What follows belongs to an exercise in optimizing a design on an open flow for small area, a short achievable clock period and few clock cycles per item; a production flow would make more cautious choices. RTL that was checked went through simulation tests only; none was proved equivalent to the original. Function not checked in run 4: the RTL went through the layout flow alone. No activity file was given, so power comes from the tool's default toggle rates.

## flow/design.v (module list and top-level ports; edited modules follow where they fit)
// module booth_enc: 55 lines
// module mac_stage1: 1228 lines
// module mac_stage2: 442 lines
// module conv_accel_top: 266 lines
module conv_accel_top (
    input  logic                       clk,
    input  logic                       rst,
    input  logic                       req_valid_i,
    input  logic [1:0]                 req_op_i,
    input  logic                       req_imm_i,
    input  logic [cnn_pkg::DATA_W-1:0] req_rj_i,
    input  logic [cnn_pkg::DATA_W-1:0] req_rk_i,
    output logic                       req_ready_o,
    output logic                       rsp_valid_o,
    output logic                       mem_valid_o,
    input  logic                       mem_ready_i,
    output logic [cnn_pkg::DATA_W-1:0] mem_addr_o,
    output logic                       mem_read_o,
    output logic [cnn_pkg::DATA_W-1:0] mem_wdata_o,
    input  logic                       mem_rsp_valid_i,
    input  logic [cnn_pkg::DATA_W-1:0] mem_rsp_rdata_i
);
  // ...
==> flow/flow/run.sh <==
#!/bin/bash
# Standard layout; ports buffered with a plain buffer, free cell resizing, and
# timing repair aiming past the 10 ns clock's slack.
set -euo pipefail
bash standard.sh SETUP_SLACK_MARGIN=6.8 MATCH_CELL_FOOTPRINT=0 "BUFFER_PORTS_ARGS=-buffer_cell sky130_fd_sc_hd__buf_4" finish > make_finish.log 2>&1
==> flow/standard.sh <==
#!/bin/bash
# synth_recipe.tcl (not shown) runs the flow's synth.tcl, then flattens the netlist and writes it again
# the make line also repeats each setting of config.mk as NAME=value (left out here)
make -C /OpenROAD-flow-scripts/flow DESIGN_CONFIG=/design/flow/config.mk WORK_HOME=/design/flow/orfs CLKGATE_MAP_FILE= SYNTH_SCRIPT=/design/flow/synth_recipe.tcl "${@:-finish}"
==> flow/config.mk <==
export PLATFORM = sky130hd
export DESIGN_NAME = conv_accel_top
export DESIGN_NICKNAME = conv_accel_top
export VERILOG_FILES = /design/flow/design.v
export SDC_FILE = /design/flow/constraint.sdc
export NUM_CORES = 4
export LEC_CHECK = 0
export CAP_MARGIN = 20
export CORE_MARGIN = 2
export CORE_UTILIZATION = 40
export SLEW_MARGIN = 20
==> flow/constraint.sdc <==
create_clock -name core_clock -period 10.0 [get_ports {clk}]
set_input_delay 2.0000 -clock core_clock [delete_from_list [all_inputs] [get_ports {clk}]]
set_output_delay 2.0000 -clock core_clock [all_outputs]
set_load 0.01 [all_outputs]
==> notes.md, run 1 <==
CP endpoint kind primary output; Die Area 117000 sq um; CP Launch Type flip-flop; Required @ worst endpoint 8000 ps; number of DRC markers in iteration 0 2639; DP HPWL 72.6 mm; Clock Power Share 25.0%; # port buffers 149; flops & latches, synth 838; vias in the first global route 30127; max FFs per register 160; count leader, synth edfxtp_1; compound-cell area share of the yosys netlist 10.5%; total chip power 13700 uW; placed cell count 5448; Synth Area in Simple Gates 7.33%; Reg-to-Reg End mid_q[114]; final hold slack 328 ps; largest net degree at the start of global routing 164; worst reg2reg path depth 10; WL met1 53.2 mm; Crit Path Category flip-flop to primary output; Signal buf overhead 5.74%; DR DRC count 0; status timing/DRC/antenna clean; peak supply drop 0.162 mV; CP Max Fanout 4; Mean Syn Cell Area 11.5 sq um; die width 342 microns; row count 124; Critical Path Start addr_q[25]; met2 wire length 54.7 mm
Testbench counts, summed over its fixed seeds: cycles 8,990, items 2,528.
==> inputs of run 2 (changes only) <==
==> flow/flow/run.sh (replaced) <==
#!/bin/bash
# Standard layout; ports buffered with a plain buffer, free cell resizing, and
# timing repair aiming past the 10 ns clock's slack.
set -euo pipefail
bash standard.sh SETUP_SLACK_MARGIN=6.6 MATCH_CELL_FOOTPRINT=0 "BUFFER_PORTS_ARGS=-buffer_cell sky130_fd_sc_hd__buf_4" finish > make_finish.log 2>&1
--- a/flow/config.mk
+++ b/flow/config.mk
@@ -8,4 +8,5 @@
 export CAP_MARGIN = 20
 export CORE_MARGIN = 2
 export CORE_UTILIZATION = 40
+export CTS_BUF_LIST = sky130_fd_sc_hd__clkbuf_8
 export SLEW_MARGIN = 20
==> notes.md, run 2 <==
largest net degree at the start of global routing 164 (unchanged); asr flop ratio synth 0%; Post-DP Area 48500 sq um; largest family of logic cells by synthesized area adder cells; Slowest cell on crit path edfxtp_1; CP Depth 1; number of DRC markers in iteration 0 2802 (+6.2%); Top Registers win_q x160, wt_q x128, mid_q x119; Die Area 117000 sq um (unchanged); post-route cell area 52500 sq um; drt first pass iters 6; EDFF count, synth 572; met1 Usage GRT 27.8%; Slowest Stage Delay on Critical Path 470 ps; CP Launch Type flip-flop; H-tree levels 4; share of the synthesized area in the top cell type 37.6%; gr usage total 19.9%; # setup viols final 0; Root Driver clkbuf_8; family with the most delay on the worst path flip-flops; count leader, synth edfxtp_1; WP data arrival 1470 ps; flops & latches, synth 838 (unchanged); die width 342 microns (unchanged); Mean Syn Cell Area 11.5 sq um (unchanged); RD Place Congestion 0.833; CP Cell Sequence buf_6; largest reg by FF count win_q; post-route ant nets 0; Placeable Area 114000 sq um; met3 global-route usage 3.76%; post-synthesis mux area share 4.86%; CP endpoint kind primary output; DR DRC count 0 (unchanged); Synthesis Warnings 1; commonest cells after routing, fill and taps aside edfxtp_1 (572), inv_1 (565), nand2_1 (360); total of max-cap violations 0; worst reg2reg path depth 11 (+1); r2r setup slk 6620 ps; first-pass GRT wire length 181 mm; synth top area cells edfxtp_1 (38%), dfxtp_1 (12%), fa_1 (11%); total chip power 13400 uW (-2.4%); compound-cell area share of the yosys netlist 10.5% (unchanged); peak supply drop 0.268 mV (+66%); slew of the pin with the lowest slew margin 994 ps; distinct cell type count after synthesis 79; Critical Path Start addr_q[19]; worst reg2reg path startpoint twoa_q[7]; Clock Skew 52.8 ps; Crit Path Category flip-flop to primary output; area leader, netlist edfxtp_1; I/O Pins 172; Pleak 0.0205 uW; initial antenna violation count 3; status timing/DRC/antenna clean; Sink Count 838; row count 124 (unchanged); DP HPWL 73.5 mm (+1.2%); GRT met2 Usage 31.2%; CTS Buf Count 148; period utilisation layout 34.7%; Area Growth Syn to Fin 14.8%; Post-CTS Hold Fix Bufs 0; main flop type after synthesis edfxtp_1; post-synthesis adder-cell area fraction 13.7%; Synth Area in Simple Gates 7.33% (unchanged); WL/cell 20.2 microns; worst skew pair latency 840 ps; CP Buf/Inv Count 1; total wire length 116 mm; Total Neg Setup Slack 0 ps; part of the Yosys area used for sequential elements 49.2%; CP Max Fanout 2 (-2); achievable frequency 288 MHz; Nets 4593; Power Density 255 nW/um^2; via count 30109; Worst Setup EP mem_addr_o[21]; worst hold path class flip-flop to flip-flop; CTS tree built; Fin. Hold Viols 0; Initial Utilization 40.2%; commonest non-fill, non-tap cell in the layout edfxtp_1; busiest layer in global routing met2; die extent in y 342 microns; vias per cell 5.21; max FFs per register 160 (unchanged); synth cell count leaders edfxtp_1 (572), inv_1 (508), nand2_1 (364), o21ai_0 (275), dfxtp_1 (266); xor and xnor area share after synthesis 8.14%; Filler cells 10499; RSZ-0062 raised after global routing true; synthesized area 45700 sq um; Required @ worst endpoint 8000 ps (about the same); GRT Residual Overflow 0; clock-pin slew on the worst setup and hold paths 60 ps; cells after synthesis 3979; vias in the first global route 30681 (+1.8%); final critical-path required period 3470 ps; # port buffers 149 (unchanged); Max Slew Vio Count 0; layout cells sized above 1 15.2%; Max-Slew Margin vs Limit 33.8%; Reg-to-Reg End mid_q[117]; CTS Buffer Depth 3
## run 2: cell count changes in the layout (fill, tap and decap cells not counted), moves of 9 or more
cell / previous run / this run
inv_1: 504 / 565
dfxtp_4: 29 / 13
clkbuf_8: 8 / 168
clkbuf_1: 18 / 0
clkinv_2: 21 / 7
buf_12: 19 / 9
clkbuf_16: 110 / 1
dfxtp_2: 18 / 27
## run 2: cells by family after synthesis
kind of cell / count (synthesis)
adder cells (fa/ha/maj): 347
XOR/XNOR: 425
multiplexers: 138
other: 1
flip-flops: 838
AO/OA/AOI/OAI: 749
buffers and inverters: 760
AND/OR/NAND/NOR: 721
## run 2: worst min path at each step
stage / startpoint / to / slack (ps) / cells past startpoint
after floorplan: fa_q / fb_q / 310 / 0
after global placement: fa_q / fb_q / 310 / 0
after detailed placement: fa_q / fb_q / 320 / 0
after CTS: fa_q / fb_q / 330 / 0
after global routing: fa_q / fb_q / 320 / 0
final: fa_q / fb_q / 320 / 0
## run 2: cell type report
class	count	area [sq um]	share of cell area [%]
multi-input cells	2382	20600	39.2
diodes	4	10.0	0.0191
repair buffers	262	2460	4.69
inverters	510	1930	3.68
flip-flops and latches	838	22600	43.0
well taps	1512	1890	3.60
clock buffers	168	2310	4.40
clock inverters	105	726	1.38
## run 2: what timing repair did
item,in CTS,in global routing
hold endpoints to repair,0,0
setup buffers,33,19
pin swaps,0,3
resized for setup,84,64
endpoints found under the setup margin,131,195
## run 2: layer usage
layer  routed length (microns)  vias up
li1                          -    13921
met1                     51900    14869
met2                     53600     1108
met3                      7990      211
met4                      3000        0
met5                         0        -
## run 2: where the power goes
group	switching [uW]	internal [uW]
combinational	2950	2250
clock	1500	1720
sequential	397	4550
total	4850	8520
## run 2: per-stage QoR
stage          hold slack, ps  std cells  setup slack, ps  util, %
6_report                  324       5781             6530     46.1
5_1_grt                   324       5781             6470     46.1
3_5_place_dp              317       5452             5360     42.6
3_3_place_gp              312       5451             5390     42.5
4_1_cts                   327       5758             6420     45.7
2_1_floorplan             310       3980             4970        -
==> inputs of run 3 (changes only) <==
--- a/flow/config.mk
+++ b/flow/config.mk
@@ -8,5 +8,4 @@
 export CAP_MARGIN = 20
 export CORE_MARGIN = 2
 export CORE_UTILIZATION = 40
-export CTS_BUF_LIST = sky130_fd_sc_hd__clkbuf_8
 export SLEW_MARGIN = 20
==> notes.md, run 3 <==
CTS Buf Count 92 (-38%); total wire length 115 mm (-1.3%); commonest non-fill, non-tap cell in the layout edfxtp_1; synth cell count leaders edfxtp_1 (572), inv_1 (508), nand2_1 (364), o21ai_0 (275), dfxtp_1 (266); Post-CTS Hold Fix Bufs 0 (unchanged); Sink Count 838 (unchanged); worst hold path class flip-flop to flip-flop; row count 124 (unchanged); DP Worst Slack 5360 ps (unchanged); period utilisation layout 33.7% (-1.0 points); Fin. Hold Viols 0 (unchanged); WL/cell 20.4 microns (+1.1%); clock-pin slew on the worst setup and hold paths 60 ps (about the same); cells after synthesis 3979 (unchanged); max FFs per register 160 (unchanged); count leader, synth edfxtp_1; EDFF count, synth 572 (unchanged); Pleak 0.0201 uW (-2.2%); slew of the pin with the lowest slew margin 967 ps (-26.4 ps); Mean Syn Cell Area 11.5 sq um (unchanged); RSZ-0062 raised after global routing false; Power Density 260 nW/um^2 (+2.3%); largest net degree at the start of global routing 164 (unchanged); final critical-path required period 3370 ps (-101 ps); WP data arrival 1370 ps (-100 ps); number of DRC markers in iteration 0 2744 (-2.1%); Required @ worst endpoint 8000 ps (about the same); CP Max Fanout 6 (+4); Total Neg Setup Slack 0 ps (unchanged); family with the most delay on the worst path flip-flops; asr flop ratio synth 0% (unchanged); Max-Slew Margin vs Limit 35.5% (+1.8 points); Clock Skew 43.6 ps (-9.14 ps); Placeable Area 114000 sq um (unchanged); Slowest cell on crit path edfxtp_1; Synthesis Warnings 1 (unchanged); H-tree levels 3 (-1); drt first pass iters 6 (unchanged); synth top area cells edfxtp_1 (38%), dfxtp_1 (12%), fa_1 (11%); # port buffers 149 (unchanged); CP Launch Type flip-flop; die extent in y 342 microns (unchanged); Filler cells 10508 (+0.086%); gr usage total 19.6% (-0.34 points); largest reg by FF count win_q; CP endpoint kind primary output; peak supply drop 0.265 mV (-1.3%); # setup viols final 0 (unchanged); share of the synthesized area in the top cell type 37.6% (unchanged); commonest cells after routing, fill and taps aside edfxtp_1 (572), inv_1 (506), nand2_1 (360); total of max-cap violations 0 (unchanged); I/O Pins 172 (unchanged); Root Driver clkbuf_16; synthesized area 45700 sq um (unchanged); vias per cell 5.24 (+0.58%); achievable frequency 297 MHz (+3.0%); Area Growth Syn to Fin 14.0%; first-pass GRT wire length 178 mm (-1.3%); hold depth 0 (unchanged); CP Depth 1 (unchanged); CP Cell Sequence buf_4; part of the Yosys area used for sequential elements 49.2% (unchanged); post-route ant nets 0 (unchanged); die width 342 microns (unchanged); CTS Buffer Depth 3 (unchanged); Initial Utilization 40.2% (unchanged); status timing/DRC/antenna clean; RD Place Congestion 0.833 (unchanged); worst reg2reg path depth 10 (-1); Die Area 117000 sq um (unchanged); main flop type after synthesis edfxtp_1; Top Registers win_q x160, wt_q x128, mid_q x119; layout cells sized above 1 13.7% (-1.5 points); DR DRC count 0 (unchanged); vias in the first global route 30020 (-2.2%); final hold slack 326 ps (+1.81 ps); via count 29576 (-1.8%); GRT Residual Overflow 0 (unchanged); flops & latches, synth 838 (unchanged); Nets 4506 (-1.9%); Crit Path Category flip-flop to primary output; CTS tree built; fin util 45.8% (-0.32 points); distinct cell type count after synthesis 79 (unchanged); DP HPWL 73.5 mm (unchanged); area leader, netlist edfxtp_1; Slowest Stage Delay on Critical Path 500 ps (+30 ps); CP Buf/Inv Count 1 (unchanged); Max Slew Vio Count 0 (unchanged); worst skew pair latency 700 ps (-140 ps); initial antenna violation count 1 (-2); worst setup margin 6630 ps (+101 ps)
## run 3: cell count changes in the layout (fill, tap and decap cells not counted), moves of 9 or more
cell / before / now
clkbuf_8: 168 / 7
clkbuf_16: 1 / 98
buf_6: 69 / 8
inv_1: 565 / 506
buf_4: 174 / 203
clkbuf_1: 0 / 17
clkinv_2: 7 / 21
clkinv_1: 19 / 10
## run 3: per-layer routing
| layer | global-route usage, % | up-vias | wire length [microns] |
|---|---|---|---|
| met1 | 27.8 | 14600 | 51600 |
| li1 | - | 13727 | - |
| met3 | 3.00 | 228 | 7150 |
| met4 | 5.98 | 0 | 3460 |
| met5 | 0 | - | 0 |
| met2 | 30.9 | 1021 | 52800 |
## run 3: cells by family (layout without fill, tap and decap cells)
group,Yosys count,after routing,synth area share (%)
flip-flops,838,838,49.2
buffers and inverters,760,913,6.29
AO/OA/AOI/OAI,749,749,10.5
AND/OR/NAND/NOR,721,721,7.33
XOR/XNOR,425,425,8.14
adder cells (fa/ha/maj),347,347,13.7
multiplexers,138,138,4.86
other,1,3,0.00820
## run 3: where the power goes
group          switching [uW]  total, uW  internal (uW)  leakage [uW]
clock                    1450       3460           2010       0.00153
combinational            2940       5170           2230        0.0110
sequential                400       4950           4550       0.00759
total                    4790      13600           8790        0.0201
## run 3: layout make-up
class | instances | area, sq um | share of cell area [%]
tap | 1512 | 1890 | 3.63
antenna | 1 | 2.50 | 0.00480
sequential | 838 | 22600 | 43.3
timing repair buffer | 231 | 2010 | 3.86
inverter | 510 | 1930 | 3.70
multi-input combinational | 2382 | 20600 | 39.5
clock buffer | 120 | 2560 | 4.91
clock inverter | 52 | 554 | 1.06
## run 3: metrics by stage
step                cells  power, uW  cell area, sq um
floorplan            3980       8620             45900
global placement     5451      10100             48500
detailed placement   5452      10200             48500
CTS                  5638      13700             51800
global route         5646      14700             52200
finish               5646      13600             52200
## run 3: worst paths after layout
check | endpoint | slack, ps | start
min reg2reg | fb_q | 330 | fa_q
max reg2reg | mid_q[117] | 6680 | xa_q[22]
max | mem_addr_o[10] | 6630 | addr_q[8]
min | fb_q | 330 | fa_q
## run 3: what timing repair did
action	in CTS	in global routing
pin swaps	1	1
buffers inserted	14	6
resized for setup	47	46
gates cloned	0	1
setup endpoints to repair	171	63
## run 3: worst reg2reg max path, cell delays in order, from the launching register on
cell,delay (ps)
dfxtp_1,630
a22oi_1,200
xor2_1,190
fa_1,520
fa_1,470
xor2_1,190
xnor2_1,180
xnor2_1,160
xnor2_1,160
xnor2_1,100
xnor2_1,370
==> module conv_accel_top, before the edit <==
module conv_accel_top (
    input  logic                       clk,
    input  logic                       rst,
    input  logic                       req_valid_i,
    input  logic [1:0]                 req_op_i,
    input  logic                       req_imm_i,
    input  logic [cnn_pkg::DATA_W-1:0] req_rj_i,
    input  logic [cnn_pkg::DATA_W-1:0] req_rk_i,
    output logic                       req_ready_o,
    output logic                       rsp_valid_o,
    output logic                       mem_valid_o,
    input  logic                       mem_ready_i,
    output logic [cnn_pkg::DATA_W-1:0] mem_addr_o,
    output logic                       mem_read_o,
    output logic [cnn_pkg::DATA_W-1:0] mem_wdata_o,
    input  logic                       mem_rsp_valid_i,
    input  logic [cnn_pkg::DATA_W-1:0] mem_rsp_rdata_i
);
    localparam int DW = cnn_pkg::DATA_W;
    localparam int AW = cnn_pkg::ADDR_W;
    localparam int LW = cnn_pkg::LEN_W;
    localparam int S  = cnn_pkg::WIN_WORDS;
    localparam int PW = cnn_pkg::POS_W;
    localparam int MB = cnn_pkg::MID_BITS;
    logic [AW-1:0]          src_q, dst_q;
    logic [LW-1:0]          n_q;
    logic [1:0]             km1_q;               
    logic [1:0]             kwm1_q;              
    logic [3:0][DW-1:0]     wt_q;
    logic                   idle_q;              
    logic                   busy_q;
    logic                   rsp_q;
    logic [1:0]             keffm1_q;            
    logic [2:0]             wtodo_q;             
    logic [2:0]             wrsp_q;              
    logic [LW-1:0]          rtodo_q;             
    logic [AW-1:0]          rd_addr_q;           
    logic [AW-1:0]          wr_addr_q;           
    logic [AW-1:0]          addr_q;              
    logic [2:0]             used_q;              
    logic                   req_v_q, req_rd_q;   
    logic                   req_lastw_q;         
    logic [S-1:0][DW-1:0]   win_q;               
    logic [PW-1:0]          pos_q;               
    logic [1:0]             tap_q;
    logic [LW-1:0]          orem_q;              
    logic [DW-1:0]          acc_s_q, acc_c_q;
    logic                   acc_full_q;          
    logic [1:0]             oinf_q;              
    logic [DW-1:0]          res_q;
    logic                   res_full_q;          
    logic [DW-1:0]          res1_q;              
    logic                   res1_full_q;
    logic cmd_hsk, conv_hsk;
    assign busy_q      = ~idle_q;
    assign req_ready_o = idle_q;
    assign rsp_valid_o = rsp_q;
    assign cmd_hsk     = req_valid_i & idle_q;
    assign conv_hsk    = cmd_hsk & (req_op_i == cnn_pkg::OP_CONV);
    logic [1:0]    keff_reuse;                   
    logic [1:0]    kdrop;                        
    assign keff_reuse = (kwm1_q < km1_q) ? kwm1_q : km1_q;
    assign kdrop      = km1_q - keff_reuse;
    always_ff @(posedge clk) begin
        if (cmd_hsk && req_op_i == cnn_pkg::OP_CONF_SRC) begin
            src_q <= req_rj_i[DW-1:2];
            n_q   <= req_rk_i[LW-1:0];
            km1_q <= req_rk_i[LW +: 2] - 2'd1;
        end
        if (cmd_hsk && req_op_i == cnn_pkg::OP_CONF_DST) begin
            dst_q <= req_rj_i[DW-1:2];
        end
        if (conv_hsk && req_imm_i) begin
            kwm1_q <= km1_q;
        end
    end
    logic rd_acc, wr_acc, slot, last_wr;
    logic acc_vacate, res_full_nx, want_rd;
    logic rsp_w, rsp_d;
    logic [1:0] rd_acc_c, wr_acc_c, slot_c, vac_c, rfn_c, last_wr_c, new_wr_c, new_rd_c;
    logic       orem_done;
    assign orem_done = (orem_q == LW'(km1_q));    
    for (genvar r = 0; r < 2; r++) begin : g_rdy
        assign rd_acc_c[r]  = req_v_q & req_rd_q & (r == 1);
        assign wr_acc_c[r]  = req_v_q & ~req_rd_q & (r == 1);
        assign slot_c[r]    = ~req_v_q | (r == 1);
        assign vac_c[r]     = acc_full_q & (~res1_full_q | wr_acc_c[r]);
        assign rfn_c[r]     = res1_full_q | (res_full_q & ~wr_acc_c[r]) | vac_c[r];
        assign last_wr_c[r] = wr_acc_c[r] & orem_done & (oinf_q == 2'd1);
        assign new_wr_c[r]  = busy_q & slot_c[r] & ~last_wr_c[r] & rfn_c[r];
        assign new_rd_c[r]  = busy_q & slot_c[r] & ~last_wr_c[r] & ~rfn_c[r] & want_rd;
    end
    assign rd_acc      = mem_ready_i ? rd_acc_c[1]  : rd_acc_c[0];
    assign wr_acc      = mem_ready_i ? wr_acc_c[1]  : wr_acc_c[0];
    assign slot        = mem_ready_i ? slot_c[1]    : slot_c[0];
    assign acc_vacate  = mem_ready_i ? vac_c[1]     : vac_c[0];
    assign res_full_nx = mem_ready_i ? rfn_c[1]     : rfn_c[0];
    assign last_wr     = mem_ready_i ? last_wr_c[1] : last_wr_c[0];
    assign rsp_w  = mem_rsp_valid_i & (wrsp_q != 3'd0);
    assign rsp_d  = mem_rsp_valid_i & (wrsp_q == 3'd0);
    assign mem_valid_o = req_v_q;
    assign mem_read_o  = req_rd_q;
    assign mem_addr_o  = {addr_q, 2'b00};
    assign mem_wdata_o = res_q;
    logic avail, last_tap, mac_fire, free;
    assign avail      = ~pos_q[PW-1];
    assign last_tap   = (tap_q == keffm1_q);
    assign mac_fire   = busy_q & avail & ~orem_done & ((tap_q != 2'd0) | (oinf_q != 2'd3));
    assign free       = mac_fire & (tap_q == 2'd0);
    assign want_rd     = (wtodo_q != 3'd0) | ((rtodo_q != LW'(kdrop)) & (int'(used_q) < S));
    logic          new_wr, new_rd, new_src_rd;
    logic [2:0]    used_inc, used_keep, wtodo_m1;
    logic [LW-1:0] rtodo_m1;
    assign new_wr     = mem_ready_i ? new_wr_c[1] : new_wr_c[0];
    assign new_rd     = mem_ready_i ? new_rd_c[1] : new_rd_c[0];
    assign new_src_rd = new_rd & (wtodo_q == 3'd0);
    assign used_keep  = free ? used_q - 3'd1 : used_q;    
    assign used_inc   = free ? used_q : used_q + 3'd1;    
    assign wtodo_m1   = wtodo_q - 3'd1;
    assign rtodo_m1   = rtodo_q - LW'(1);
    always_ff @(posedge clk) begin
        if (rst) begin
            idle_q      <= 1'b1;
            rsp_q       <= 1'b0;
            req_v_q     <= 1'b0;
            req_rd_q    <= 1'b0;
            req_lastw_q <= 1'b0;
            wtodo_q     <= '0;
            wrsp_q      <= '0;
            rtodo_q     <= '0;
            used_q      <= '0;
        end else begin
            rsp_q <= (cmd_hsk & (req_op_i != cnn_pkg::OP_CONV)) | last_wr;
            if (conv_hsk) begin
                idle_q      <= 1'b0;
                req_v_q     <= 1'b1;
                req_rd_q    <= 1'b1;
                if (req_imm_i) begin
                    keffm1_q    <= km1_q;
                    wtodo_q     <= {1'b0, km1_q};
                    wrsp_q      <= {1'b0, km1_q} + 3'd1;
                    req_lastw_q <= (km1_q == 2'd0);
                    rtodo_q     <= n_q;
                    used_q      <= '0;
                end else begin
                    keffm1_q    <= keff_reuse;
                    wtodo_q     <= '0;
                    wrsp_q      <= '0;
                    req_lastw_q <= 1'b0;
                    rtodo_q     <= n_q - LW'(1);
                    used_q      <= 3'd1;
                end
            end else if (busy_q) begin
                if (last_wr) idle_q <= 1'b1;
                if (rsp_w) wrsp_q <= wrsp_q - 3'd1;
                if (slot) begin
                    req_v_q  <= new_wr | new_rd;
                    req_rd_q <= ~new_wr;
                end
                if (new_rd) begin
                    req_lastw_q <= (wtodo_q == 3'd1);
                    if (wtodo_q != 3'd0) wtodo_q <= wtodo_m1;
                end
                if (new_src_rd) rtodo_q <= rtodo_m1;
                used_q <= new_src_rd ? used_inc : used_keep;
            end
        end
    end
    logic [AW-1:0] rd_addr_d, wr_addr_d;
    logic [AW-1:0] addr_inc;                     
    assign addr_inc  = addr_q + AW'(1);
    assign rd_addr_d = rd_acc ? (req_lastw_q ? src_q : addr_inc) : rd_addr_q;
    assign wr_addr_d = wr_acc ? addr_inc : wr_addr_q;
    always_ff @(posedge clk) begin
        if (conv_hsk) begin
            wr_addr_q <= dst_q;
            addr_q    <= req_imm_i ? req_rj_i[DW-1:2] : src_q;
        end else begin
            rd_addr_q <= rd_addr_d;
            wr_addr_q <= wr_addr_d;
            if (new_wr)      addr_q <= wr_addr_d;
            else if (new_rd) addr_q <= rd_addr_d;
        end
    end
    logic [1:0] widx;
    assign widx = km1_q + 2'd1 - wrsp_q[1:0];    
    always_ff @(posedge clk) begin
        if (rsp_w) wt_q[widx] <= mem_rsp_rdata_i;
        if (rsp_d) begin
            win_q[0] <= mem_rsp_rdata_i;
            for (int i = 1; i < S; i++) win_q[i] <= win_q[i-1];
        end
    end
    logic [DW-1:0]   xa_q;
    logic [DW/2-1:0] one, two, neg, onea_q, twoa_q, nega_q;   
    logic          va_q, fa_q, la_q;
    logic [MB-1:0] mid, mid_q;
    logic          vb_q, fb_q, lb_q;
    logic [DW-1:0] mac_as, mac_ac, tree_s, tree_c;
    booth_enc u_booth_enc (.y(wt_q[tap_q]), .one(one), .two(two), .neg(neg));
    mac_stage1 u_mac_stage1 (.x(xa_q), .one(onea_q), .two(twoa_q), .neg(nega_q), .mid_o(mid));
    assign mac_as = fb_q ? '0 : acc_s_q;
    assign mac_ac = fb_q ? '0 : acc_c_q;
    mac_stage2 u_mac_stage2 (
        .mid_i(mid_q), .as_i(mac_as), .ac_i(mac_ac), .s_o(tree_s), .c_o(tree_c)
    );
    logic [PW-1:0] pos_f, pos_f1;
    logic [1:0]    oinf_f, oinf_f1;
    always_comb begin
        pos_f = pos_q;
        if (mac_fire) pos_f = pos_q + (last_tap ? ({{(PW-2){1'b0}}, keffm1_q} + {PW{1'b1}}) : {PW{1'b1}});
        pos_f1  = pos_f + {{(PW-1){1'b0}}, 1'b1};
        oinf_f  = oinf_q + (free ? 2'd1 : 2'd0);
        oinf_f1 = oinf_f - 2'd1;
    end
    always_ff @(posedge clk) begin
        if (rst) begin
            acc_full_q <= 1'b0;
            res_full_q <= 1'b0;
            res1_full_q <= 1'b0;
            oinf_q     <= '0;
            va_q       <= 1'b0;
            vb_q       <= 1'b0;
        end else begin
            va_q <= mac_fire;
            vb_q <= va_q;
            if (conv_hsk) begin
                pos_q      <= {PW{1'b1}};
                tap_q      <= '0;
                orem_q     <= n_q;
                acc_full_q <= 1'b0;
                res_full_q <= 1'b0;
                res1_full_q <= 1'b0;
                oinf_q     <= '0;
            end else begin
                pos_q      <= rsp_d ? pos_f1 : pos_f;
                acc_full_q <= (acc_full_q & ~acc_vacate) | (vb_q & lb_q);
                res_full_q <= res_full_nx;
                res1_full_q <= (res1_full_q & ~wr_acc) | (acc_vacate & res_full_q & ~(wr_acc & ~res1_full_q));
                oinf_q     <= wr_acc ? oinf_f1 : oinf_f;
                if (mac_fire) begin
                    tap_q <= last_tap ? 2'd0 : tap_q + 2'd1;
                    if (last_tap) orem_q <= orem_q - LW'(1);
                end
            end
        end
    end
    always_ff @(posedge clk) begin
        xa_q  <= win_q[pos_q[PW-2:0]];
        onea_q <= one;
        twoa_q <= two;
        nega_q <= neg;
        fa_q  <= (tap_q == 2'd0);
        la_q  <= last_tap;
        mid_q <= mid;
        fb_q  <= fa_q;
        lb_q  <= la_q;
        if (vb_q) begin
            acc_s_q <= tree_s;
            acc_c_q <= tree_c;
        end
        if (wr_acc && res1_full_q)                                   res_q  <= res1_q;
        else if (acc_vacate && (!res_full_q || wr_acc))              res_q  <= acc_s_q + acc_c_q;
        if (acc_vacate && res_full_q && !(wr_acc && !res1_full_q))   res1_q <= acc_s_q + acc_c_q;
    end
endmodule
==> inputs of run 4 (changes only) <==
--- a/flow/design.v
+++ b/flow/design.v
@@ -1924,7 +1924,9 @@
     logic [1:0] widx;
     assign widx = km1_q + 2'd1 - wrsp_q[1:0];    
     always_ff @(posedge clk) begin
-        if (rsp_w) wt_q[widx] <= mem_rsp_rdata_i;
+        for (int i = 0; i < 4; i++) begin
+            if (rsp_w && widx == 2'(i)) wt_q[i] <= mem_rsp_rdata_i;
+        end
         if (rsp_d) begin
             win_q[0] <= mem_rsp_rdata_i;
             for (int i = 1; i < S; i++) win_q[i] <= win_q[i-1];
==> notes.md, run 4 <==
CTS Buffer Depth 3 (unchanged); part of the Yosys area used for sequential elements 51.3% (+2.1 points); post-route ant nets 0 (unchanged); # port buffers 149 (unchanged); Synthesis Warnings 1 (unchanged); I/O Pins 172 (unchanged); DR DRC count 0 (unchanged); synth top area cells edfxtp_1 (39%), dfxtp_1 (12%), fa_1 (12%); Max-Slew Margin vs Limit 35.1% (-0.37 points); Max Slew Vio Count 0 (unchanged); CP endpoint kind flip-flop; Required @ worst endpoint 10550 ps (+2550 ps); Initial Utilization 40.3% (+0.11 points); RSZ-0062 raised after global routing true; period utilisation layout 34.6% (+0.96 points); worst hold path class flip-flop to flip-flop; Fin. Hold Viols 0 (unchanged); Power Density 245 nW/um^2 (-6.1%); max FFs per register 160 (unchanged); Clock Skew 29.2 ps (-14.4 ps); slew of the pin with the lowest slew margin 973 ps (+5.58 ps); vias in the first global route 28019 (-6.7%); first-pass GRT wire length 168 mm (-5.9%); clock-pin slew on the worst setup and hold paths 60 ps (about the same); share of the synthesized area in the top cell type 39.2% (+1.6 points); via count 27018 (-8.6%); commonest cells after routing, fill and taps aside edfxtp_1 (572), inv_1 (370), fa_1 (256); worst reg2reg path startpoint onea_q[8]; achievable frequency 289 MHz (-2.8%); CTS Buf Count 92 (unchanged); count leader, synth edfxtp_1; H-tree levels 3 (unchanged); synthesized area 43800 sq um (-4.2%); fin util 46.3% (+0.54 points); total of max-cap violations 0 (unchanged); cells after synthesis 3538 (-11%); die width 335 microns (-2.1%); asr flop ratio synth 0% (unchanged); status timing/DRC/antenna clean; die extent in y 335 microns (-2.1%); worst hold start fa_q; area leader, netlist edfxtp_1; Root Driver clkbuf_16; vias per cell 5.26 (+0.44%); final critical-path required period 3460 ps (+95.8 ps); EDFF count, synth 572 (unchanged); Critical Path Start onea_q[8]; gr usage total 19.4% (-0.14 points); Area Growth Syn to Fin 15.0%; Die Area 112000 sq um (-4.1%); largest reg by FF count win_q; main flop type after synthesis edfxtp_1; worst skew pair latency 670 ps (-30 ps); # setup viols final 0 (unchanged); Placeable Area 109000 sq um (-4.4%); commonest non-fill, non-tap cell in the layout edfxtp_1; largest net degree at the start of global routing 85 (-48%); RD Place Congestion 0.836 (+0.41%); number of DRC markers in iteration 0 1987 (-28%); Pleak 0.0190 uW (-5.2%); DP HPWL 68.4 mm (-6.8%); layout cells sized above 1 15.9% (+2.2 points); synth cell count leaders edfxtp_1 (572), inv_1 (372), dfxtp_1 (266), nand2_1 (258), fa_1 (257); Post-CTS Hold Fix Bufs 0 (unchanged); CP Max Fanout 16 (+10); total wire length 108 mm (-5.9%); CTS tree built; distinct cell type count after synthesis 84 (+6.3%); drt first pass iters 7 (+1); Top Registers win_q x160, wt_q x128, mid_q x119; initial antenna violation count 4 (+3); row count 121 (-2.4%); CP Launch Type flip-flop; WL/cell 21.1 microns (+3.5%); Total Neg Setup Slack 0 ps (unchanged); Mean Syn Cell Area 12.4 sq um (+7.8%); WP data arrival 4010 ps (+2640 ps); flops & latches, synth 838 (unchanged); peak supply drop 0.135 mV (-49%); GRT Residual Overflow 0 (unchanged); Sink Count 838 (unchanged); Nets 4088 (-9.3%); Crit Path Category flip-flop to flip-flop
[run 4: cell type report]
class | instances | area [sq um]
antenna | 1 | 2.50
multi-input combinational | 2107 | 19500
inverter | 373 | 1420
sequential | 838 | 22600
tap | 1414 | 1770
clock buffer | 124 | 2620
fill | 9737 | 58400
clock inverter | 49 | 479
timing repair buffer | 229 | 2070
[run 4: where the power goes]
group / internal (uW) / leakage, uW / switching [uW]
logic: 1810 / 0.00994 / 2320
registers: 4430 / 0.00756 / 342
clock network: 2030 / 0.00152 / 1410
total: 8270 / 0.0190 / 4060
[run 4: final timing paths]
path / endpoint / slack (ps) / depth (start not counted)
worst max-delay path: mid_q[117] / 6540 / 11
worst min-delay path: fb_q / 320 / 0
worst max register to register: mid_q[117] / 6540 / 11
worst min register to register: fb_q / 320 / 0
[run 4: cells by family after synthesis]
kind of cell             share of synthesized area [%]
buffers and inverters                             5.19
flip-flops                                        51.3
AND/OR/NAND/NOR                                   6.37
XOR/XNOR                                          8.47
multiplexers                                      5.06
other                                          0.00855
AO/OA/AOI/OAI                                     9.39
adder cells (fa/ha/maj)                           14.2
[run 4: stage by stage]
stage / setup slack [ps] / hold slack (ps) / std cells / total power (uW) / cell area [sq um]
final: 6540 / 324 / 5135 / 12300 / 50400
after global routing: 6440 / 341 / 5135 / 13300 / 50400
after CTS: 6600 / 325 / 5124 / 12500 / 50200
after detailed placement: 5310 / 312 / 4936 / 8980 / 46700
after global placement: 5350 / 312 / 4935 / 8880 / 46700
after floorplan: 5070 / 310 / 3539 / 7790 / 44300
[run 4: worst max-delay path: stages, from the launching register on]
cell and delay [ps]:
dfxtp_1 870, a22oi_1 180, xnor2_1 180, fa_1 490, inv_1 70, fa_1 430, xor2_1 160, xnor2_1 210
xnor2_1 160, xnor2_1 160, xnor2_1 110, xnor2_1 330
[run 4: metal layers]
layer,routed length [microns],GRT usage [%],vias up
li1,-,-,12454
met5,38,0,-
met3,7010,3.60,242
met2,52000,32.1,912
met4,3320,6.68,6
met1,45900,25.7,13404
[run 4: what timing repair did]
item,CTS,global route
pin swaps,3,3
cloned,2,1
endpoints found under the setup margin,236,169
setup buffers,13,8
gates resized for setup,53,32
==> inputs of run 5 (changes only) <==
--- a/flow/design.v
+++ b/flow/design.v
@@ -1773,9 +1773,8 @@
     logic [2:0]             wtodo_q;             
     logic [2:0]             wrsp_q;              
     logic [LW-1:0]          rtodo_q;             
-    logic [AW-1:0]          rd_addr_q;           
-    logic [AW-1:0]          wr_addr_q;           
     logic [AW-1:0]          addr_q;              
+    logic [AW-1:0]          alt_q;               
     logic [2:0]             used_q;              
     logic                   req_v_q, req_rd_q;   
     logic                   req_lastw_q;         
@@ -1892,10 +1891,8 @@
             end else if (busy_q) begin
                 if (last_wr) idle_q <= 1'b1;
                 if (rsp_w) wrsp_q <= wrsp_q - 3'd1;
-                if (slot) begin
-                    req_v_q  <= new_wr | new_rd;
-                    req_rd_q <= ~new_wr;
-                end
+                if (slot) req_v_q <= new_wr | new_rd;
+                if (new_wr | new_rd) req_rd_q <= new_rd;
                 if (new_rd) begin
                     req_lastw_q <= (wtodo_q == 3'd1);
                     if (wtodo_q != 3'd0) wtodo_q <= wtodo_m1;
@@ -1905,20 +1902,18 @@
             end
         end
     end
-    logic [AW-1:0] rd_addr_d, wr_addr_d;
-    logic [AW-1:0] addr_inc;                     
-    assign addr_inc  = addr_q + AW'(1);
-    assign rd_addr_d = rd_acc ? (req_lastw_q ? src_q : addr_inc) : rd_addr_q;
-    assign wr_addr_d = wr_acc ? addr_inc : wr_addr_q;
+    logic [AW-1:0] addr_inc, addr_nx;
+    logic          swap;
+    assign addr_inc = addr_q + AW'(1);
+    assign addr_nx  = rd_acc ? (req_lastw_q ? src_q : addr_inc) : (wr_acc ? addr_inc : addr_q);
+    assign swap     = (new_wr & req_rd_q) | (new_rd & ~req_rd_q);
     always_ff @(posedge clk) begin
         if (conv_hsk) begin
-            wr_addr_q <= dst_q;
-            addr_q    <= req_imm_i ? req_rj_i[DW-1:2] : src_q;
+            addr_q <= req_imm_i ? req_rj_i[DW-1:2] : src_q;
+            alt_q  <= dst_q;
         end else begin
-            rd_addr_q <= rd_addr_d;
-            wr_addr_q <= wr_addr_d;
-            if (new_wr)      addr_q <= wr_addr_d;
-            else if (new_rd) addr_q <= rd_addr_d;
+            addr_q <= swap ? alt_q : addr_nx;
+            if (swap) alt_q <= addr_nx;
         end
     end
     logic [1:0] widx;
==> notes.md, run 5 <==
status timing/DRC/antenna clean; largest reg by FF count win_q; Switch Pwr 4190 uW (+3.2%); r2r setup slk 6690 ps (+150 ps); commonest non-fill, non-tap cell in the layout edfxtp_1; cells after synthesis 3490 (-1.4%); DP HPWL 66.7 mm (-2.6%); WP data arrival 3720 ps (-290 ps); worst hold path class flip-flop to flip-flop; Die Area 109000 sq um (-2.6%); met2 wire length 46.9 mm (-9.8%); H-tree levels 3 (unchanged); I/O Pins 172 (unchanged); RSZ-0062 raised after global routing false; Mean Syn Cell Area 12.2 sq um (-1.3%); fin util 46.4% (+0.072 points); GRT Residual Overflow 0 (unchanged); Nets 4023 (-1.6%); final hold slack 333 ps (+8.09 ps); Internal Power 8030 uW (-2.9%); Max Slew Vio Count 0 (unchanged); final critical-path required period 3370 ps (-95.1 ps); die extent in y 331 microns (-1.3%); Filler cells 9481 (-2.6%); Total Neg Setup Slack 0 ps (unchanged); gr usage total 19.0% (-0.39 points); highest metal layer with signal wires met5; distinct cell type count after synthesis 79 (-6.0%); via count 26454 (-2.1%); commonest cells after routing, fill and taps aside edfxtp_1 (542), inv_1 (344), fa_1 (256); count leader, synth edfxtp_1; Crit Path Category input pin to flip-flop; EDFF count, synth 542 (-5.2%); period utilisation layout 33.7% (-0.95 points); Pleak 0.0184 uW (-3.2%); Area Growth Syn to Fin 14.8%; drt first pass iters 5 (-2); # setup viols final 0 (unchanged); Flop pwr share 37.9% (-0.8 points); # port buffers 149 (unchanged); synth top area cells edfxtp_1 (38%), dfxtp_1 (12%), fa_1 (12%); clock-pin slew on the worst setup and hold paths 60 ps (about the same); Initial Utilization 40.4% (+0.15 points); asr flop ratio synth 0% (unchanged); total wire length 104 mm (-3.8%); CTS Buffer Depth 3 (unchanged); Root Driver clkbuf_16; area leader, netlist edfxtp_1; CTS tree built; Fin. Hold Viols 0 (unchanged); total of max-cap violations 0 (unchanged); Clock Power Share 27.0% (-0.8 points); CP Max Fanout 42 (+26); Synthesis Warnings 1 (unchanged); slew of the pin with the lowest slew margin 953 ps (-19.4 ps); max FFs per register 160 (unchanged); number of DRC markers in iteration 0 2081 (+4.7%); Critical Path Start mem_ready_i; Placeable Area 106000 sq um (-3.0%); peak supply drop 0.162 mV (+20%); post-route ant nets 0 (unchanged); CP endpoint kind flip-flop; main flop type after synthesis edfxtp_1; layout cells sized above 1 15.1% (-0.74 points); Sink Count 808 (-3.6%); row count 119 (-1.7%); combinational power share 35.1% (+1.6 points); first-pass GRT wire length 162 mm (-3.7%); CTS Buf Count 89 (-3.3%); met3 routed WL 6.15 mm (-12%); synth cell count leaders edfxtp_1 (542), inv_1 (348), dfxtp_1 (266), a22oi_1 (258), fa_1 (257); Required @ worst endpoint 10360 ps (-190 ps); Max-Slew Margin vs Limit 36.4% (+1.3 points); WL met1 48.2 mm (+5.0%); worst hold start la_q; worst skew pair latency 690 ps (+20 ps); initial antenna violation count 4 (unchanged); WL/cell 20.7 microns (-2.0%); worst reg2reg path startpoint xa_q[9]; vias in the first global route 27023 (-3.6%); RD Place Congestion 0.843 (+0.84%); Top Registers win_q x160, wt_q x128, mid_q x119; vias per cell 5.24 (-0.32%); largest net degree at the start of global routing 163 (+92%); share of the synthesized area in the top cell type 38.1% (-1.0 points); synthesized area 42700 sq um (-2.7%); die width 331 microns (-1.3%); Power Density 250 nW/um^2 (+2.0%); DR DRC count 0 (unchanged); flops & latches, synth 808 (-3.6%); achievable frequency 297 MHz (+2.8%); part of the Yosys area used for sequential elements 50.6% (-0.70 points); Clock Skew 64.1 ps (+34.8 ps); CP Launch Type input pin; sw frac 34.3% (+1.3 points)
run 5: path summary, 6_finish.rpt:
check	end	cells past startpoint
hold / removal	lb_q	0
setup / recovery	alt_q[23]	8
setup reg to reg	mid_q[114]	11
hold reg to reg	lb_q	0
run 5: metal layers:
metal  track usage, %  vias up
li1                 -    12333
met1             26.9    13175
met2             29.7      761
met3             3.38      183
met4             6.07        2
met5                0        -
run 5: area by class of cell:
type | count | area [sq um] | share of cell area (%)
clock buffer | 126 | 2590 | 5.29
sequential | 808 | 21700 | 44.3
timing repair buffer | 222 | 1930 | 3.93
antenna | 3 | 7.51 | 0.0153
tap | 1391 | 1740 | 3.55
multi-input combinational | 2107 | 19300 | 39.4
inverter | 348 | 1360 | 2.78
clock inverter | 39 | 390 | 0.797
run 5: logic make-up after synthesis:
logic type | after synthesis | synth area share, %
adder cells (fa/ha/maj) | 343 | 14.6
other | 1 | 0.00879
flip-flops | 808 | 50.6
AO/OA/AOI/OAI | 650 | 10.5
AND/OR/NAND/NOR | 564 | 6.38
XOR/XNOR | 398 | 8.19
multiplexers | 149 | 4.54
buffers and inverters | 577 | 5.15
run 5: worst max-delay path: stages:
cell and delay (ps):
buf_4 210, clkinv_8 80, a311oi_4 310, o21bai_4 120
o31ai_4 300, buf_12 220, nor2_2 70, bufinv_16 350
run 5: power by group through the flow:
stage | Combinational, uW | Clock [uW] | Sequential [uW]
after floorplan | 3090 | 0 | 4530
after global placement | 4160 | 0 | 4690
after detailed placement | 4270 | 0 | 4700
after CTS | 4300 | 3390 | 4630
after global routing | 4960 | 3500 | 4680
final | 4290 | 3300 | 4630
run 5: repair_timing:
item,in CTS,in global routing
pin swaps,2,8
endpoints found under the hold margin,0,0
gates cloned,1,3
gates resized for setup,63,55
hold buffers,0,0
buffers inserted,4,13
endpoints found under the setup margin,172,89
run 5: metrics by stage:
step / worst slack [ps] / power (uW) / instances / cell area (sq um)
final: 6630 / 12200 / 5044 / 49000
after global routing: 6570 / 13100 / 5044 / 49000
after CTS: 6600 / 12300 / 5025 / 48600
after detailed placement: 5280 / 8970 / 4855 / 45400
after global placement: 5260 / 8850 / 4855 / 45400
after floorplan: 5080 / 7620 / 3491 / 43100
Testbench counts of run 5, summed over its fixed seeds: cycles 8,990, items 2,528.
==> inputs of run 6 (changes only) <==
==> flow/flow/run.sh (replaced) <==
#!/bin/bash
# Standard layout; ports buffered with a plain buffer, free cell resizing, and
# timing repair aiming past the 10 ns clock's slack.
set -euo pipefail
bash standard.sh SETUP_SLACK_MARGIN=6.6 MATCH_CELL_FOOTPRINT=0 "BUFFER_PORTS_ARGS=-buffer_cell sky130_fd_sc_hd__buf_2" finish > make_finish.log 2>&1
==> notes.md, run 6 <==
placed cell count 4857 (+0.041%); total of max-cap violations 0 (unchanged); cells after synthesis 3490 (unchanged); die extent in y 331 microns (unchanged); Required @ worst endpoint 10370 ps (about the same); WL/cell 20.7 microns (about the same); Root Driver clkbuf_16; Sink Count 808 (unchanged); combinational power share 34.5% (-0.6 points); Switch Pwr 4180 uW (-0.22%); synthesized area 42700 sq um (unchanged); clock-pin slew on the worst setup and hold paths 50 ps (about the same); area leader, netlist edfxtp_1; CTS tree built; GRT Residual Overflow 0 (unchanged); DR DRC count 0 (unchanged); commonest non-fill, non-tap cell in the layout edfxtp_1; distinct cell type count after synthesis 79 (unchanged); total wire length 104 mm (+0.29%); vias in the first global route 27057 (+0.13%); via count 26672 (+0.82%); Top Registers win_q x160, wt_q x128, mid_q x119; register area 21700 sq um (about the same); vias per cell 5.28 (+0.58%); number of DRC markers in iteration 0 2288 (+9.9%); # setup viols final 0 (unchanged); flops & latches, synth 808 (unchanged); Filler cells 9522 (+0.43%); Max Slew Vio Count 0 (unchanged); DP HPWL 66.5 mm (-0.24%); sw frac 34.0% (-0.27 points); achievable frequency 299 MHz (+0.57%); Synthesis Warnings 1 (unchanged); slew of the pin with the lowest slew margin 1030 ps (+77.7 ps); I/O Pins 172 (unchanged); synth cell count leaders edfxtp_1 (542), inv_1 (348), dfxtp_1 (266), a22oi_1 (258), fa_1 (257); max FFs per register 160 (unchanged); main flop type after synthesis edfxtp_1; Crit Path Category input pin to flip-flop; largest net degree at the start of global routing 86 (-47%); Internal Power 8110 uW (+0.97%); worst hold path class flip-flop to flip-flop; Clock Skew 73.2 ps (+9.18 ps); gr usage total 19.2% (+0.13 points); worst reg2reg path startpoint twoa_q[0]; # port buffers 149 (unchanged); Power Density 252 nW/um^2 (+1.0%); status timing/DRC/antenna clean; fin util 46.2% (-0.21 points); Clock Power Share 27.8% (+0.8 points); commonest cells after routing, fill and taps aside edfxtp_1 (542), inv_1 (344), a22oi_1 (256), fa_1 (256), dfxtp_1 (223); layout cells sized above 1 15.4% (+0.23 points); Mean Syn Cell Area 12.2 sq um (unchanged); Flop pwr share 37.7% (-0.2 points); Die Area 109000 sq um (unchanged); Pleak 0.0184 uW (-0.14%); die width 331 microns (unchanged); Fin. Hold Viols 0 (unchanged); CTS Buf Count 90 (+1.1%); Total Neg Setup Slack 0 ps (unchanged); area of the multi-input gates 19300 sq um (about the same); Critical Path Start mem_ready_i; H-tree levels 3 (unchanged); worst hold start fa_q; RSZ-0062 raised after global routing false; CP endpoint kind flip-flop; post-route cell area 48800 sq um (-0.44%); first-pass GRT wire length 162 mm (+0.41%); Placeable Area 106000 sq um (unchanged); peak supply drop 0.150 mV (-7.4%); CTS Buffer Depth 3 (unchanged); RD Place Congestion 0.851 (+1.0%); Cell Count, Final, Fillers Out 5056 (+0.24%); post-route ant nets 0 (unchanged); final critical-path required period 3350 ps (-19.2 ps); worst skew pair latency 690 ps (about the same); asr flop ratio synth 0% (unchanged); part of the Yosys area used for sequential elements 50.6% (unchanged); period utilisation layout 33.5% (-0.19 points); CP Launch Type input pin; CP Max Fanout 23 (-45%); Nets 4029 (+0.15%); Post-DP Area 45000 sq um (-0.81%); Initial Utilization 40.4% (unchanged); Max-Slew Margin vs Limit 31.1% (-5.3 points); EDFF count, synth 542 (unchanged); initial antenna violation count 10 (+6); Area Growth Syn to Fin 14.3%; row count 119 (unchanged); share of the synthesized area in the top cell type 38.1% (unchanged); WP data arrival 3720 ps (about the same); count leader, synth edfxtp_1; synth top area cells edfxtp_1 (38%), dfxtp_1 (12%), fa_1 (12%); drt first pass iters 6 (+1); largest reg by FF count win_q; total chip power 12300 uW (+0.56%)
==> run 6: cell count changes in the layout (fill, tap and decap cells not counted), sizes merged <==
cell    delta
clkinv     -2
bufinv     +1
diode      +2
buf        +7
inv        -2
nor2       +1
clkbuf     +5
==> run 6: through the flow <==
| stage | hold slack (ps) | setup WS (ps) |
|---|---|---|
| 2_1_floorplan | 310 | 5080 |
| 3_3_place_gp | 312 | 5220 |
| 3_5_place_dp | 312 | 5180 |
| 4_1_cts | 325 | 6550 |
| 5_1_grt | 334 | 6590 |
| 6_report | 325 | 6650 |
==> run 6: critical path, stage by stage <==
cell       delay [ps]
clkbuf_4          240
clkinv_8           80
a311oi_4          310
o21bai_4          120
o31ai_4           310
buf_12            240
nor2_2            100
bufinv_16         280
==> run 6: path summary, 6_finish.rpt <==
| path | slack, ps | endpoint | cells past startpoint |
|---|---|---|---|
| setup reg to reg | 6700 | mid_q[106] | 9 |
| hold reg to reg | 320 | fb_q | 0 |
| setup / recovery | 6650 | alt_q[0] | 8 |
| hold / removal | 320 | fb_q | 0 |
==> run 6: cells by family after synthesis <==
kind of cell    share of synthesized area, %
flops                                   50.6
compound gates                          10.5
buf+inv                                 5.15
simple gates                            6.38
xor+xnor                                8.19
fa+ha+maj                               14.6
mux                                     4.54
other cells                          0.00879
==> run 6: power by group through the flow <==
stage,Clock [uW],Sequential (uW),Combinational [uW]
after global routing,3630,4670,4920
after global placement,0,4700,4110
final,3420,4630,4240
after detailed placement,0,4710,4200
after floorplan,0,4530,3090
after CTS,3510,4630,4270
==> run 6: repair_timing <==
action / 4_1_cts / 5_1_grt
hold endpoints to repair: 0 / 0
hold buffers: 0 / 0
setup endpoints to repair: 270 / 126
resized for setup: 71 / 46
setup buffers: 13 / 7
pin swaps: 3 / 5
gates cloned: 2 / 2
==> run 6: cell type report <==
type / count / share of cell area [%]
repair buffers: 225 / 3.17
repair inverters: 1 / 0.0180
multi-input cells: 2108 / 39.5
clock inverters: 35 / 0.836
well taps: 1391 / 3.57
diodes: 5 / 0.0257
clock buffers: 135 / 5.63
inverters: 348 / 2.79
flip-flops and latches: 808 / 44.4
==> run 6: metal layers <==
metal	GRT usage, %	wire length, microns	up-vias
met5	0.348	96	-
met2	29.5	46900	791
li1	-	-	12351
met4	5.79	2720	9
met3	3.37	6140	176
met1	27.6	48600	13345
==> inputs of run 7 (changes only) <==
==> flow/flow/run.sh (replaced) <==
#!/bin/bash
# Standard layout; ports buffered with a plain buffer, free cell resizing, and
# timing repair aiming past the 10 ns clock's slack.
set -euo pipefail
bash standard.sh SETUP_SLACK_MARGIN=6.6 MATCH_CELL_FOOTPRINT=0 "BUFFER_PORTS_ARGS=-buffer_cell sky130_fd_sc_hd__buf_1" finish > make_finish.log 2>&1
==> notes.md, run 7 <==
post-route ant nets 0 (unchanged); Initial Utilization 40.4% (unchanged); WP data arrival 3930 ps (+210 ps); peak supply drop 0.151 mV (+0.79%); die extent in y 331 microns (unchanged); period utilisation layout 33.6% (+0.098 points); synth cell count leaders edfxtp_1 (542), inv_1 (348), dfxtp_1 (266), a22oi_1 (258), fa_1 (257); Slowest cell on crit path dfxtp_1; H-tree levels 3 (unchanged); worst skew pair latency 690 ps (about the same); I/O Pins 172 (unchanged); final critical-path required period 3360 ps (+9.79 ps); Pleak 0.0179 uW (-2.5%); RSZ-0062 raised after global routing true; Sink Count 808 (unchanged); CTS Buffer Depth 3 (unchanged); via count 26670 (-0.0075%); CTS tree built; Nets 4020 (-0.22%); CTS Buf Count 91 (+1.1%); register area 21700 sq um (about the same); vias in the first global route 27302 (+0.91%); Filler cells 9447 (-0.79%); distinct cell type count after synthesis 79 (unchanged); layout cells sized above 1 11.3% (-4.0 points); share of the synthesized area in the top cell type 38.1% (unchanged); initial antenna violation count 8 (-2); total wire length 104 mm (-0.36%); Post-DP Area 44800 sq um (-0.40%); CP Max Fanout 13 (-43%); Root Driver clkbuf_16; post-route cell area 48500 sq um (-0.49%); clock-pin slew on the worst setup and hold paths 60 ps (about the same); synth top area cells edfxtp_1 (38%), dfxtp_1 (12%), fa_1 (12%); commonest non-fill, non-tap cell in the layout edfxtp_1; synthesized area 42700 sq um (unchanged); part of the Yosys area used for sequential elements 50.6% (unchanged); first-pass GRT wire length 162 mm (-0.32%); largest net degree at the start of global routing 163 (+90%); # setup viols final 0 (unchanged); Placeable Area 106000 sq um (unchanged); number of DRC markers in iteration 0 2148 (-6.1%); DR DRC count 0 (unchanged); DP HPWL 66.2 mm (-0.47%); # port buffers 149 (unchanged); CP Launch Type flip-flop; Area Growth Syn to Fin 13.7%; Total Neg Setup Slack 0 ps (unchanged); flops & latches, synth 808 (unchanged); Required @ worst endpoint 10580 ps (+210 ps); Fin. Hold Viols 0 (unchanged); GRT Residual Overflow 0 (unchanged); Die Area 109000 sq um (unchanged); vias per cell 5.28 (+0.17%); Max Slew Vio Count 0 (unchanged); main flop type after synthesis edfxtp_1; largest reg by FF count win_q; die width 331 microns (unchanged); Power Density 253 nW/um^2 (+0.41%); Clock Skew 60.4 ps (-12.9 ps); area leader, netlist edfxtp_1; achievable frequency 298 MHz (-0.29%); Crit Path Category flip-flop to flip-flop; slew of the pin with the lowest slew margin 1000 ps (-29.5 ps); max FFs per register 160 (unchanged); most frequent cell on the critical path xnor2_1; Mean Syn Cell Area 12.2 sq um (unchanged); WL/cell 20.6 microns (-0.18%); cells after synthesis 3490 (unchanged); Synthesis Warnings 1 (unchanged); total chip power 12300 uW (about the same); row count 119 (unchanged); Slowest Stage Delay on Critical Path 770 ps (+460 ps); EDFF count, synth 542 (unchanged); CP endpoint kind flip-flop; total of max-cap violations 0 (unchanged); area of the multi-input gates 19300 sq um (+0.12%); gr usage total 19.0% (-0.12 points); count leader, synth edfxtp_1; CP Cell Sequence a22oi_1 -> xor2_1 -> fa_1 -> fa_1 -> xor2_1 -> xnor2_1 -> xnor2_1 -> xnor2_1 -> xnor2_1 -> xnor2_1; status timing/DRC/antenna clean; commonest cells after routing, fill and taps aside edfxtp_1 (542), inv_1 (344), fa_1 (256); Top Registers win_q x160, wt_q x128, mid_q x119; asr flop ratio synth 0% (unchanged); Post-CTS Hold Fix Bufs 0 (unchanged); RD Place Congestion 0.834 (-2.0%); Max-Slew Margin vs Limit 33.1% (+2.0 points); worst hold path class flip-flop to flip-flop; drt first pass iters 6 (unchanged)
==> run 7: changes by cell type in the layout (fill, tap and decap cells not counted), moves of 4 or more <==
cell,change
buf_4,-10
buf_2,-148
buf_1,+140
clkbuf_2,+6
clkinv_1,+4
==> run 7: final cells by class <==
type,count,area share (%)
Sequential cell,808,44.7
Multi-Input combinational cell,2107,39.8
Clock buffer,129,5.41
Tap cell,1391,3.59
Inverter,348,2.80
Timing Repair Buffer,216,2.64
Clock inverter,43,1.08
Antenna cell,4,0.0206
Timing Repair inverter,1,0.0180
==> run 7: layer usage <==
metal / vias up / GRT usage [%] / routed length, microns
li1: 12350 / - / -
met1: 13293 / 26.9 / 47400
met2: 840 / 29.6 / 47300
met3: 181 / 3.83 / 6670
met4: 6 / 5.85 / 2660
met5: - / 0 / 34
==> run 7: path summary, 6_finish.rpt <==
path	slack, ps	startpoint	end	depth (start not counted)
setup / recovery	6640	xa_q[19]	mid_q[117]	10
setup reg to reg	6640	xa_q[19]	mid_q[117]	10
hold / removal	330	la_q	lb_q	0
hold reg to reg	330	la_q	lb_q	0
==> run 7: metrics by stage <==
| stage | instances | util (%) | hold WS (ps) | worst slack (ps) |
|---|---|---|---|---|
| 2_1_floorplan | 3491 | - | 310 | 5080 |
| 3_3_place_gp | 4856 | 42.5 | 310 | 4870 |
| 3_5_place_dp | 4856 | 42.5 | 312 | 4850 |
| 4_1_cts | 5037 | 45.7 | 325 | 6560 |
| 5_1_grt | 5047 | 46.0 | 332 | 6590 |
| 6_report | 5047 | 46.0 | 325 | 6640 |
==> run 7: kinds of logic (layout without fill, tap and decap cells) <==
logic type,count (synthesis),after routing,share of synthesized area (%)
buffers and inverters,577,737,5.15
muxes,149,149,4.54
DFF,808,808,50.6
AOI/OAI and AO/OA,650,650,10.5
and+or+nand+nor,564,565,6.38
adders and majority gates,343,343,14.6
other,1,6,0.00879
xor gates and xnor gates,398,398,8.19
==> run 7: power by group <==
part | leakage [uW] | internal, uW | switching, uW
sequential | 0.00725 | 4260 | 393
combinational | 0.00915 | 1800 | 2390
clock | 0.00154 | 2030 | 1410
==> run 7: worst max-delay path: cells and delay by family, from the launching register on <==
| kind | cells | cell delay, ps |
|---|---|---|
| compound gates | 1 | 180 |
| fa+ha+maj | 2 | 960 |
| xor+xnor | 7 | 1300 |
| flops | 1 | 770 |
==> run 7: what timing repair did <==
item,in CTS,in global routing
setup buffers,8,4
endpoints found under the setup margin,222,80
pin swaps,4,4
gates cloned,1,2
gates resized for setup,74,51
==> inputs of run 8 (changes only) <==
--- a/flow/config.mk
+++ b/flow/config.mk
@@ -7,5 +7,5 @@
 export LEC_CHECK = 0
 export CAP_MARGIN = 20
 export CORE_MARGIN = 2
-export CORE_UTILIZATION = 40
+export CORE_UTILIZATION = 55
 export SLEW_MARGIN = 20
==> notes.md, run 8 <==
status timing/DRC/antenna clean; H-tree levels 3 (unchanged); Slowest cell on crit path fa_2; drt first pass iters 7 (+1); vias per cell 5.84 (+10%); r2r setup slk 6560 ps (-80 ps); part of the Yosys area used for sequential elements 50.6% (unchanged); main flop type after synthesis edfxtp_1; RSZ-0062 raised after global routing true; Clock Skew 41.1 ps (-19.2 ps); total wire length 109 mm (+4.9%); Switch Pwr 4150 uW (-0.79%); layout cells sized above 1 10.9% (-0.41 points); Flop pwr share 38.1% (+0.2 points); WP data arrival 3990 ps (+60 ps); count leader, synth edfxtp_1; most frequent cell on the critical path inv_1; CP Cell Sequence buf_8 -> a22oi_1 -> xnor2_1 -> fa_1 -> inv_1 -> fa_2 -> inv_1 -> fa_1 -> inv_1 -> fa_1 -> inv_1; Internal Power 7950 uW (-1.8%); WHS Endpoint fb_q; post-route ant nets 0 (unchanged); Root Driver clkbuf_16; final critical-path required period 3440 ps (+80.4 ps); family with the most delay on the worst path adder cells; CP Buf/Inv Count 5 (+5); via count 27453 (+2.9%); Placeable Area 77100 sq um (-27%); CTS Buffer Depth 3 (unchanged); I/O Pins 172 (unchanged); combinational power share 35.2% (+1.1 points); Synthesis Warnings 1 (unchanged); peak supply drop 0.164 mV (+8.3%); Post-DP Area 44400 sq um (-0.88%); total of max-cap violations 0 (unchanged); distinct cell type count after synthesis 79 (unchanged); worst skew pair latency 660 ps (-30 ps); Total Neg Setup Slack 0 ps (unchanged); clock-pin slew on the worst setup and hold paths 60 ps (about the same); worst reg2reg path depth 11 (+1); Mean Syn Cell Area 12.2 sq um (unchanged); Initial Utilization 55.4% (+15 points); WL/cell 23.2 microns (+13%); RD Place Congestion 0.891 (+6.8%); die extent in y 283 microns (-15%); commonest cells after routing, fill and taps aside edfxtp_1 (542), inv_1 (343), a22oi_1 (256); die width 283 microns (-15%); CTS Buf Count 87 (-4.4%); achievable frequency 291 MHz (-2.3%); DP HPWL 69.2 mm (+4.5%); Crit Path Category flip-flop to flip-flop; Required @ worst endpoint 10550 ps (-30 ps); first-pass GRT wire length 169 mm (+4.3%); largest net degree at the start of global routing 86 (-47%); worst reg2reg path startpoint xa_q[9]; commonest non-fill, non-tap cell in the layout edfxtp_1; Slowest Stage Delay on Critical Path 620 ps (-150 ps); DP Worst Slack 4870 ps (+18.5 ps); final hold slack 327 ps (+1.96 ps); slew of the pin with the lowest slew margin 1010 ps (+3.60 ps); worst hold start fa_q; flops & latches, synth 808 (unchanged); period utilisation layout 34.4% (+0.80 points); max FFs per register 160 (unchanged); vias in the first global route 28314 (+3.7%); synth cell count leaders edfxtp_1 (542), inv_1 (348), dfxtp_1 (266), a22oi_1 (258), fa_1 (257); # port buffers 149 (unchanged); gr usage total 27.7% (+8.6 points); Max-Slew Margin vs Limit 32.8% (-0.24 points); Nets 4032 (+0.30%); Pleak 0.0179 uW (about the same); Reg-to-Reg End mid_q[114]; synth top area cells edfxtp_1 (38%), dfxtp_1 (12%), fa_1 (12%); Top Registers win_q x160, wt_q x128, mid_q x119; initial antenna violation count 9 (+1); CTS tree built; sw frac 34.3% (+0.24 points); DR DRC count 0 (unchanged); synthesized area 42700 sq um (unchanged); asr flop ratio synth 0% (unchanged); Area Growth Syn to Fin 12.7%; Clock Power Share 26.7% (-1.3 points); row count 102 (-14%); fin util 62.4% (+16 points); worst setup margin 6560 ps (-80.4 ps); CP endpoint kind flip-flop; hold depth 0 (unchanged); Sink Count 808 (unchanged); CP Max Fanout 23 (+10); Die Area 79800 sq um (-27%); EDFF count, synth 542 (unchanged); Power Density 252 nW/um^2 (-0.55%); Critical Path Start xa_q[9]; share of the synthesized area in the top cell type 38.1% (unchanged); GRT Residual Overflow 0 (unchanged); number of DRC markers in iteration 0 2093 (-2.6%); CP Launch Type flip-flop; Post-CTS Hold Fix Bufs 0 (unchanged); largest reg by FF count win_q; Fin. Hold Viols 0 (unchanged); cells after synthesis 3490 (unchanged); # setup viols final 0 (unchanged); area leader, netlist edfxtp_1; post-route cell area 48100 sq um (-0.93%); Max Slew Vio Count 0 (unchanged); worst hold path class flip-flop to flip-flop
run 8: cell counts after synthesis:
Identical to the previous run, type by type.
run 8: stage by stage:
| stage | instances | total power, uW |
|---|---|---|
| floorplan | 3491 | 7620 |
| global placement | 4513 | 8740 |
| detailed placement | 4513 | 8900 |
| CTS | 4688 | 12200 |
| global route | 4702 | 13000 |
| finish | 4702 | 12100 |
run 8: worst max path at each step:
stage,end,slack (ps),cells past startpoint
2_1_floorplan,win_q[0],5080,3
3_3_place_gp,alt_q[1],4920,8
3_5_place_dp,alt_q[1],4870,8
4_1_cts,mid_q[114],6600,10
5_1_grt,mid_q[114],6500,11
6_report,mid_q[114],6560,11
run 8: final cells by class:
type / count / area [sq um]
Tap cell: 1040 / 1300
Clock inverter: 42 / 454
Fill cell: 6092 / 29000
Sequential cell: 808 / 21600
Antenna cell: 2 / 5.00
Timing Repair inverter: 1 / 8.76
Inverter: 348 / 1360
Clock buffer: 122 / 2450
Timing Repair Buffer: 231 / 1520
Multi-Input combinational cell: 2108 / 19300
run 8: kinds of logic after synthesis:
group,after synthesis,synth area share [%]
simple gates,564,6.38
flops,808,50.6
compound gates,650,10.5
fa+ha+maj,343,14.6
xor+xnor,398,8.19
mux,149,4.54
buf+inv,577,5.15
other cells,1,0.00879
run 8: layer usage:
layer / vias up / global-route usage (%) / part of all wire, %
met2: 1003 / 45.7 / 48
li1: 12351 / - / -
met5: - / 0 / 0.051
met3: 242 / 4.71 / 6.3
met4: 8 / 8.41 / 3.0
met1: 13849 / 37.7 / 42
run 8: power by group through the flow:
| stage | Clock [uW] | Combinational, uW | Sequential, uW |
|---|---|---|---|
| final | 3230 | 4260 | 4610 |
| after CTS | 3300 | 4270 | 4600 |
| after global placement | 0 | 4090 | 4660 |
| after global routing | 3430 | 4930 | 4650 |
| after detailed placement | 0 | 4220 | 4670 |
| after floorplan | 0 | 3090 | 4530 |
run 8: what timing repair did:
action,4_1_cts,5_1_grt
endpoints found under the setup margin,322,206
gates cloned,3,3
resized for setup,83,47
setup buffers,8,9
pin swaps,6,14

[separate check: timing with driven ports]
The results above use ideal ports. As a check the final layouts listed here were re-extracted and re-timed, cells and wires unchanged. Step 1, drivers: a clkbuf_16 drives clk and a buf_2 each remaining input, both assumed. Step 2 also shifts input and output timing later by t, the mid clock arrival at the registers, as if the neighbouring blocks saw the same clock. Slacks: ideal ports / drivers / drivers and shift; pairs: ideal ports / drivers.
run | shift t [ns] | setup slack, ns | hold slack, ns | slew at the worst register clock pin (ns)
run 1 | 0.744 | 6.683 / 6.614 / 5.996 | 0.328 / 0.328 / 0.328 | 0.07 / 0.07
run 2 | 0.895 | 6.533 / 6.464 / 5.885 | 0.324 / 0.324 / 0.324 | 0.07 / 0.07
run 3 | 0.746 | 6.635 / 6.562 / 5.977 | 0.326 / 0.326 / 0.326 | 0.06 / 0.06
run 4 | 0.726 | 6.539 / 6.539 / 5.908 | 0.324 / 0.324 / 0.324 | 0.07 / 0.07
run 5 | 0.728 | 6.634 / 6.578 / 5.946 | 0.333 / 0.333 / 0.333 | 0.06 / 0.06
run 6 | 0.723 | 6.653 / 6.606 / 5.912 | 0.325 / 0.325 / 0.325 | 0.07 / 0.07
run 7 | 0.732 | 6.643 / 6.602 / 5.970 | 0.325 / 0.325 / 0.325 | 0.07 / 0.07
run 8 | 0.708 | 6.563 / 6.563 / 5.990 | 0.327 / 0.327 / 0.327 | 0.07 / 0.07
After both steps every run listed still meets setup and hold. For run 6, which loses most, drivers alone change the setup slack by -0.047 ns; drivers and shift together by -0.741 ns.
